Context: an optimization exercise on an open-source flow, tuned for small area, a short achievable clock period and few clock cycles per item. The choices shown serve that exercise and are no tape-out recipe.
Function was checked by simulation only, so behaviour that the tests miss may differ from the original.

Setup of JK:
Design adc_scan_scale_smooth, start of the top module:
module adc_scan_scale_smooth (
   input  logic                clock,
   input  logic                reset,
   input  logic                req_valid,
   output logic                req_ready,
   input  logic [13:0]         req_sample,
   output logic                rsp_valid,
   input  logic                rsp_ready,
   output logic [1:0]          rsp_channel,
   output logic signed [31:0]  rsp_smoothed_value,
   output logic [7:0]          rsp_next_mux,
   input  logic                csr_we,
   input  logic [2:0]          csr_index,
   input  logic [31:0]         csr_wdata
);
Size: about 5300 cells after synthesis, about 700 flip-flops, roughly 98 I/O pins, ~0.055 sq mm of cells after synthesis.
==> flow/config.mk <==
export PLATFORM = sky130hd
export DESIGN_NAME = adc_scan_scale_smooth
export DESIGN_NICKNAME = adc_scan_scale_smooth
export VERILOG_FILES = /design/flow/design.v
export SDC_FILE = /design/flow/constraint.sdc
export NUM_CORES = 4
export LEC_CHECK = 0
export CAP_MARGIN = 20
export CORE_MARGIN = 2
export CORE_UTILIZATION = 40
export CTS_BUF_LIST = sky130_fd_sc_hd__clkbuf_8
export CTS_CLUSTER_SIZE = 20
export SLEW_MARGIN = 20
==> flow/constraint.sdc <==
create_clock -name core_clock -period 9.5 [get_ports {clock}]
set_input_delay 1.9000 -clock core_clock [delete_from_list [all_inputs] [get_ports {clock}]]
set_output_delay 1.9000 -clock core_clock [all_outputs]
set_load 0.01 [all_outputs]
standard.sh (not shown) runs the stock make flow with config.mk's settings and CLKGATE_MAP_FILE= SYNTH_SCRIPT=/design/flow/synth_recipe.tcl, a recipe that flattens the netlist after the stock synthesis.
==> flow/flow/run.sh <==
#!/bin/bash
# The standard layout, with three changes to how it is made:
#  - Yosys synth without its early "abc -fast" pass (-noabc), so that
#    extract_fa finds the carry-save adders without inverted polarities;
#  - port buffers of a plain buffer cell instead of the default delay cell;
#  - timing repair aimed 5.5 ns below the clock period.
# The clock period, SDC and everything else are the standard flow's. Each tool's output is
# in orfs/logs/ (ORFS) and in standard.log.
set -euo pipefail
bash standard.sh SYNTH_ARGS=-noabc SETUP_SLACK_MARGIN=5.75 \
  "BUFFER_PORTS_ARGS=-buffer_cell sky130_fd_sc_hd__buf_2" finish > standard.log 2>&1
JK went all the way through the flow, and no timing, DRC or antenna check failed.
Testbench counts of JK, summed over its fixed seeds: cycles 4,856, samples 4,800.
Changes in PW relative to JK:
--- a/flow/design.v
+++ b/flow/design.v
@@ -272,15 +272,15 @@
    input  logic [13:0]         req_sample,
    output logic                res_valid,
    output logic [1:0]          res_channel,
    output logic signed [31:0]  res_value
 );
    localparam int W1 = 45;    
    localparam int W2 = 48;    
-   localparam [32:0] T274 = 33'd0 - (33'd274 << 16);
+   localparam [W1-1:0] T1 = 45'd2048 - (45'd274 << 12);
    logic [1:0]         ptr_ff;
    logic               isk_v_ff;
    logic [1:0]         isk_ch_ff;
    logic [13:0]        isk_s_ff;
    logic               accept;
    logic               v0;
    logic [1:0]         ch0;
@@ -288,15 +288,14 @@
    logic               v1_ff, v2_ff, v3_ff, v4_ff, v5_ff, v6_ff;
    logic [1:0]         ch1_ff, ch2_ff, ch3_ff, ch4_ff, ch5_ff, ch6_ff;
    logic [28:0]        xs_ff, xc_ff;
    logic signed [28:0] x_ff;
    logic [8:0]         g_one_ff, g_two_ff, g_neg_ff;
    logic [W1-1:0]      ps_ff, pc_ff;
    logic signed [31:0] val_ff;
-   logic               tadj_ff;      
    logic signed [32:0] diff_ff;
    logic [8:0]         a_one_ff, a_two_ff, a_neg_ff;
    logic [W2-1:0]      qs_ff, qc_ff;
    logic signed [31:0] avg0_ff, avg1_ff, avg2_ff;
    assign req_ready = !isk_v_ff;
    assign accept    = req_valid && !isk_v_ff;
    assign v0  = isk_v_ff || accept;
@@ -329,37 +328,39 @@
    adcsss_booth_enc #(.D(9)) u_genc (
       .y   ({2'b00, opb}),
       .one (g_one),
       .two (g_two),
       .neg (g_neg)
    );
    logic [9*W1-1:0]  rows1;
+   logic [10*W1-1:0] rows1k;
    logic [W1-1:0]    ps_in, pc_in;
    adcsss_booth_rows #(.WX(29), .D(9), .W(W1)) u_rows1 (
       .x     (x_ff),
       .one   (g_one_ff),
       .two   (g_two_ff),
       .neg   (g_neg_ff),
-      .extra ((ch2_ff == adcsss_pkg::CH_TEMP) ? 45'd2048 : 45'd8),
+      .extra ((ch2_ff == adcsss_pkg::CH_TEMP) ? 45'd0 : 45'd8),
       .rows  (rows1)
    );
-   adcsss_csa_tree #(.N(9), .W(W1)) u_tree1 (
-      .rows  (rows1),
+   assign rows1k = {(ch2_ff == adcsss_pkg::CH_TEMP) ? T1 : 45'd0, rows1};
+   adcsss_csa_tree #(.N(10), .W(W1)) u_tree1 (
+      .rows  (rows1k),
       .sum   (ps_in),
       .carry (pc_in)
    );
    logic [W1-1:0]      p;
    logic [15:0]        kk;
    logic               tsat;
    logic signed [31:0] tval;
    logic signed [31:0] gval;
    logic signed [31:0] value;
    assign p    = ps_ff + pc_ff;
    assign kk   = p[27:12];
-   assign tsat = (kk >= 16'd33042);
+   assign tsat = kk[15] && (kk <= 16'd65261);
    assign tval = tsat ? 32'sh7fff_ffff : {kk, 16'd55706};
    assign gval = (p[44:35] == {10{p[35]}}) ? p[35:4]
                : (p[44] ? 32'sh8000_0000 : 32'sh7fff_ffff);
    assign value = (ch3_ff == adcsss_pkg::CH_TEMP) ? tval : gval;
    logic signed [31:0] avg4;
    logic [16:0]        alpha;
    logic [8:0]         a_one, a_two, a_neg;
@@ -373,22 +374,14 @@
    always_comb begin
       unique case (ch4_ff)
          adcsss_pkg::CH_TEMP: alpha = cfg.temp_alpha;
          adcsss_pkg::CH_VOLT: alpha = cfg.voltage_alpha;
          default:             alpha = cfg.current_alpha;
       endcase
    end
-   logic [32:0] d3s, d3c;
-   logic [32:0] diff_in;
-   adcsss_csa_tree #(.N(3), .W(33)) u_tree_d (
-      .rows  ({tadj_ff ? T274 : 33'd0, ~{avg4[31], avg4}, {val_ff[31] && !tadj_ff, val_ff}}),
-      .sum   (d3s),
-      .carry (d3c)
-   );
-   assign diff_in = d3s + d3c + 33'd1;
    adcsss_booth_enc #(.D(9)) u_aenc (
       .y   ({1'b0, alpha}),
       .one (a_one),
       .two (a_two),
       .neg (a_neg)
    );
    logic signed [31:0] avg5;
@@ -473,16 +466,15 @@
          x_ff     <= xs_ff + xc_ff + 29'd1;
          g_one_ff <= g_one;
          g_two_ff <= g_two;
          g_neg_ff <= g_neg;
          ps_ff    <= ps_in;
          pc_ff    <= pc_in;
          val_ff   <= value;
-         tadj_ff  <= (ch3_ff == adcsss_pkg::CH_TEMP) && !tsat;
-         diff_ff  <= diff_in;
+         diff_ff  <= $signed({val_ff[31], val_ff}) - $signed({avg4[31], avg4});
          a_one_ff <= a_one;
          a_two_ff <= a_two;
          a_neg_ff <= a_neg;
          qs_ff    <= qs_in;
          qc_ff    <= qc_in;
       end
    end
Findings:
PW completed; timing, DRC and antenna clean
| setup slack of the worst register-to-register path | PW vs JK | worse |
Against JK, PW reports a depth of the CTS H-tree that is lower.
Summary of PW over JK: total number of vias shows an increase of 0.69%, summed area of non-filler cells in the final layout shows an increase of 0.0016 sq mm.
NOTE mean number of vias per cell JK->PW decreased slightly
Going from JK to PW, the register fraction of the total cell area was found to have gone down by 0.74 points.
The starting density of the core in PW sits 0.19 points above the value recorded for JK.
On number of detailed-routing iterations run before antenna repair, the higher figure sits with JK, not PW.
Testbench counts of PW, summed over its fixed seeds: cycles 4,856, samples 4,800.

adc_scan_scale_smooth again, from the RTL that the note above started with.
==> flow/design.v (excerpt) <==
module adc_scan_scale_smooth (
   input  logic                clock,
   input  logic                reset,
   input  logic                req_valid,
   output logic                req_ready,
   input  logic [13:0]         req_sample,
   output logic                rsp_valid,
   input  logic                rsp_ready,
   output logic [1:0]          rsp_channel,
   output logic signed [31:0]  rsp_smoothed_value,
   output logic [7:0]          rsp_next_mux,
   input  logic                csr_we,
   input  logic [2:0]          csr_index,
   input  logic [31:0]         csr_wdata
);
export LEC_CHECK = 0
export CAP_MARGIN = 20
export CORE_MARGIN = 2
export CORE_UTILIZATION = 40
export CTS_BUF_LIST = sky130_fd_sc_hd__clkbuf_8
export CTS_CLUSTER_SIZE = 20
export SLEW_MARGIN = 20
create_clock -name core_clock -period 9.5 [get_ports {clock}]
==> flow/flow/run.sh <==
#!/bin/bash
# The standard layout, with three changes to how it is made:
#  - Yosys synth without its early "abc -fast" pass (-noabc), so that
#    extract_fa finds the carry-save adders without inverted polarities;
#  - port buffers of a plain buffer cell instead of the default delay cell;
#  - timing repair aimed 5.5 ns below the clock period.
# The clock period, SDC and everything else are the standard flow's. Each tool's output is
# in orfs/logs/ (ORFS) and in standard.log.
set -euo pipefail
bash standard.sh SYNTH_ARGS=-noabc SETUP_SLACK_MARGIN=5.5 \
  "BUFFER_PORTS_ARGS=-buffer_cell sky130_fd_sc_hd__buf_2" finish > standard.log 2>&1
Testbench counts at the start, summed over its fixed seeds: cycles 4,856, samples 4,800.
Rerun with:
--- a/flow/design.v
+++ b/flow/design.v
@@ -272,15 +272,15 @@
    input  logic [13:0]         req_sample,
    output logic                res_valid,
    output logic [1:0]          res_channel,
    output logic signed [31:0]  res_value
 );
    localparam int W1 = 45;    
    localparam int W2 = 48;    
-   localparam [32:0] T274 = 33'd0 - (33'd274 << 16);
+   localparam [W1-1:0] T1 = 45'd2048 - (45'd274 << 12);
    logic [1:0]         ptr_ff;
    logic               isk_v_ff;
    logic [1:0]         isk_ch_ff;
    logic [13:0]        isk_s_ff;
    logic               accept;
    logic               v0;
    logic [1:0]         ch0;
@@ -288,15 +288,14 @@
    logic               v1_ff, v2_ff, v3_ff, v4_ff, v5_ff, v6_ff;
    logic [1:0]         ch1_ff, ch2_ff, ch3_ff, ch4_ff, ch5_ff, ch6_ff;
    logic [28:0]        xs_ff, xc_ff;
    logic signed [28:0] x_ff;
    logic [8:0]         g_one_ff, g_two_ff, g_neg_ff;
    logic [W1-1:0]      ps_ff, pc_ff;
    logic signed [31:0] val_ff;
-   logic               tadj_ff;      
    logic signed [32:0] diff_ff;
    logic [8:0]         a_one_ff, a_two_ff, a_neg_ff;
    logic [W2-1:0]      qs_ff, qc_ff;
    logic signed [31:0] avg0_ff, avg1_ff, avg2_ff;
    assign req_ready = !isk_v_ff;
    assign accept    = req_valid && !isk_v_ff;
    assign v0  = isk_v_ff || accept;
@@ -329,37 +328,39 @@
    adcsss_booth_enc #(.D(9)) u_genc (
       .y   ({2'b00, opb}),
       .one (g_one),
       .two (g_two),
       .neg (g_neg)
    );
    logic [9*W1-1:0]  rows1;
+   logic [10*W1-1:0] rows1k;
    logic [W1-1:0]    ps_in, pc_in;
    adcsss_booth_rows #(.WX(29), .D(9), .W(W1)) u_rows1 (
       .x     (x_ff),
       .one   (g_one_ff),
       .two   (g_two_ff),
       .neg   (g_neg_ff),
-      .extra ((ch2_ff == adcsss_pkg::CH_TEMP) ? 45'd2048 : 45'd8),
+      .extra ((ch2_ff == adcsss_pkg::CH_TEMP) ? 45'd0 : 45'd8),
       .rows  (rows1)
    );
-   adcsss_csa_tree #(.N(9), .W(W1)) u_tree1 (
-      .rows  (rows1),
+   assign rows1k = {(ch2_ff == adcsss_pkg::CH_TEMP) ? T1 : 45'd0, rows1};
+   adcsss_csa_tree #(.N(10), .W(W1)) u_tree1 (
+      .rows  (rows1k),
       .sum   (ps_in),
       .carry (pc_in)
    );
    logic [W1-1:0]      p;
    logic [15:0]        kk;
    logic               tsat;
    logic signed [31:0] tval;
    logic signed [31:0] gval;
    logic signed [31:0] value;
    assign p    = ps_ff + pc_ff;
    assign kk   = p[27:12];
-   assign tsat = (kk >= 16'd33042);
+   assign tsat = kk[15] && (kk <= 16'd65261);
    assign tval = tsat ? 32'sh7fff_ffff : {kk, 16'd55706};
    assign gval = (p[44:35] == {10{p[35]}}) ? p[35:4]
                : (p[44] ? 32'sh8000_0000 : 32'sh7fff_ffff);
    assign value = (ch3_ff == adcsss_pkg::CH_TEMP) ? tval : gval;
    logic signed [31:0] avg4;
    logic [16:0]        alpha;
    logic [8:0]         a_one, a_two, a_neg;
@@ -373,22 +374,14 @@
    always_comb begin
       unique case (ch4_ff)
          adcsss_pkg::CH_TEMP: alpha = cfg.temp_alpha;
          adcsss_pkg::CH_VOLT: alpha = cfg.voltage_alpha;
          default:             alpha = cfg.current_alpha;
       endcase
    end
-   logic [32:0] d3s, d3c;
-   logic [32:0] diff_in;
-   adcsss_csa_tree #(.N(3), .W(33)) u_tree_d (
-      .rows  ({tadj_ff ? T274 : 33'd0, ~{avg4[31], avg4}, {val_ff[31] && !tadj_ff, val_ff}}),
-      .sum   (d3s),
-      .carry (d3c)
-   );
-   assign diff_in = d3s + d3c + 33'd1;
    adcsss_booth_enc #(.D(9)) u_aenc (
       .y   ({1'b0, alpha}),
       .one (a_one),
       .two (a_two),
       .neg (a_neg)
    );
    logic signed [31:0] avg5;
@@ -473,16 +466,15 @@
          x_ff     <= xs_ff + xc_ff + 29'd1;
          g_one_ff <= g_one;
          g_two_ff <= g_two;
          g_neg_ff <= g_neg;
          ps_ff    <= ps_in;
          pc_ff    <= pc_in;
          val_ff   <= value;
-         tadj_ff  <= (ch3_ff == adcsss_pkg::CH_TEMP) && !tsat;
-         diff_ff  <= diff_in;
+         diff_ff  <= $signed({val_ff[31], val_ff}) - $signed({avg4[31], avg4});
          a_one_ff <= a_one;
          a_two_ff <= a_two;
          a_neg_ff <= a_neg;
          qs_ff    <= qs_in;
          qc_ff    <= qc_in;
       end
    end
What happened: The new run completed with no timing, DRC or antenna violations; routed wire length is higher by 1.9%; setup slack gets worse by 0.015 ns; synthesized cell count grows by about 2.3%; fmax fell by about 0.37%; cell count increases by 2.5%; cell area climbs by about 3%; sequential share of layout area falls by 0.95 points; die area is higher by 0.83%; global-route usage rises by 0.55 points; critical path depth is higher by 3; utilization rose by 1.2 points.
Testbench counts after the change, summed over its fixed seeds: cycles 4,856, samples 4,800.

[afterwards: timing with drivers on the ports]
How much do the figures lean on ideal ports? The routed layouts below were timed once more, with nothing changed but the port constraints.
Step 1, drivers: a clkbuf_16 drives clock and a buf_2 each remaining input, both assumed.
Step 2 also shifts input and output timing later by t, the mid clock arrival at the registers, as if the neighbouring blocks saw the same clock.
Slacks: ideal ports / drivers / drivers and shift; pairs: ideal ports / drivers.
| run | shift t [ns] | slack for setup (ns) | worst setup path at the end | worst slew at a driven data input, ns |
|---|---|---|---|---|
| JK | 0.909 | 5.495 / 5.495 / 4.930 | input to register | 0.07 |
| PW | 0.927 | 5.407 / 5.407 / 5.010 | input to register | 0.19 |
| the first run of note 2 | 0.899 | 5.476 / 5.476 / 4.900 | input to register | 0.06 |
| the second run of note 2 | 0.891 | 5.461 / 5.461 / 4.883 | input to register | 0.05 |
After both steps every run listed still meets setup and hold. For the second run of note 2, which loses most, drivers alone change the setup slack by 0.000 ns; drivers and shift together by -0.578 ns.
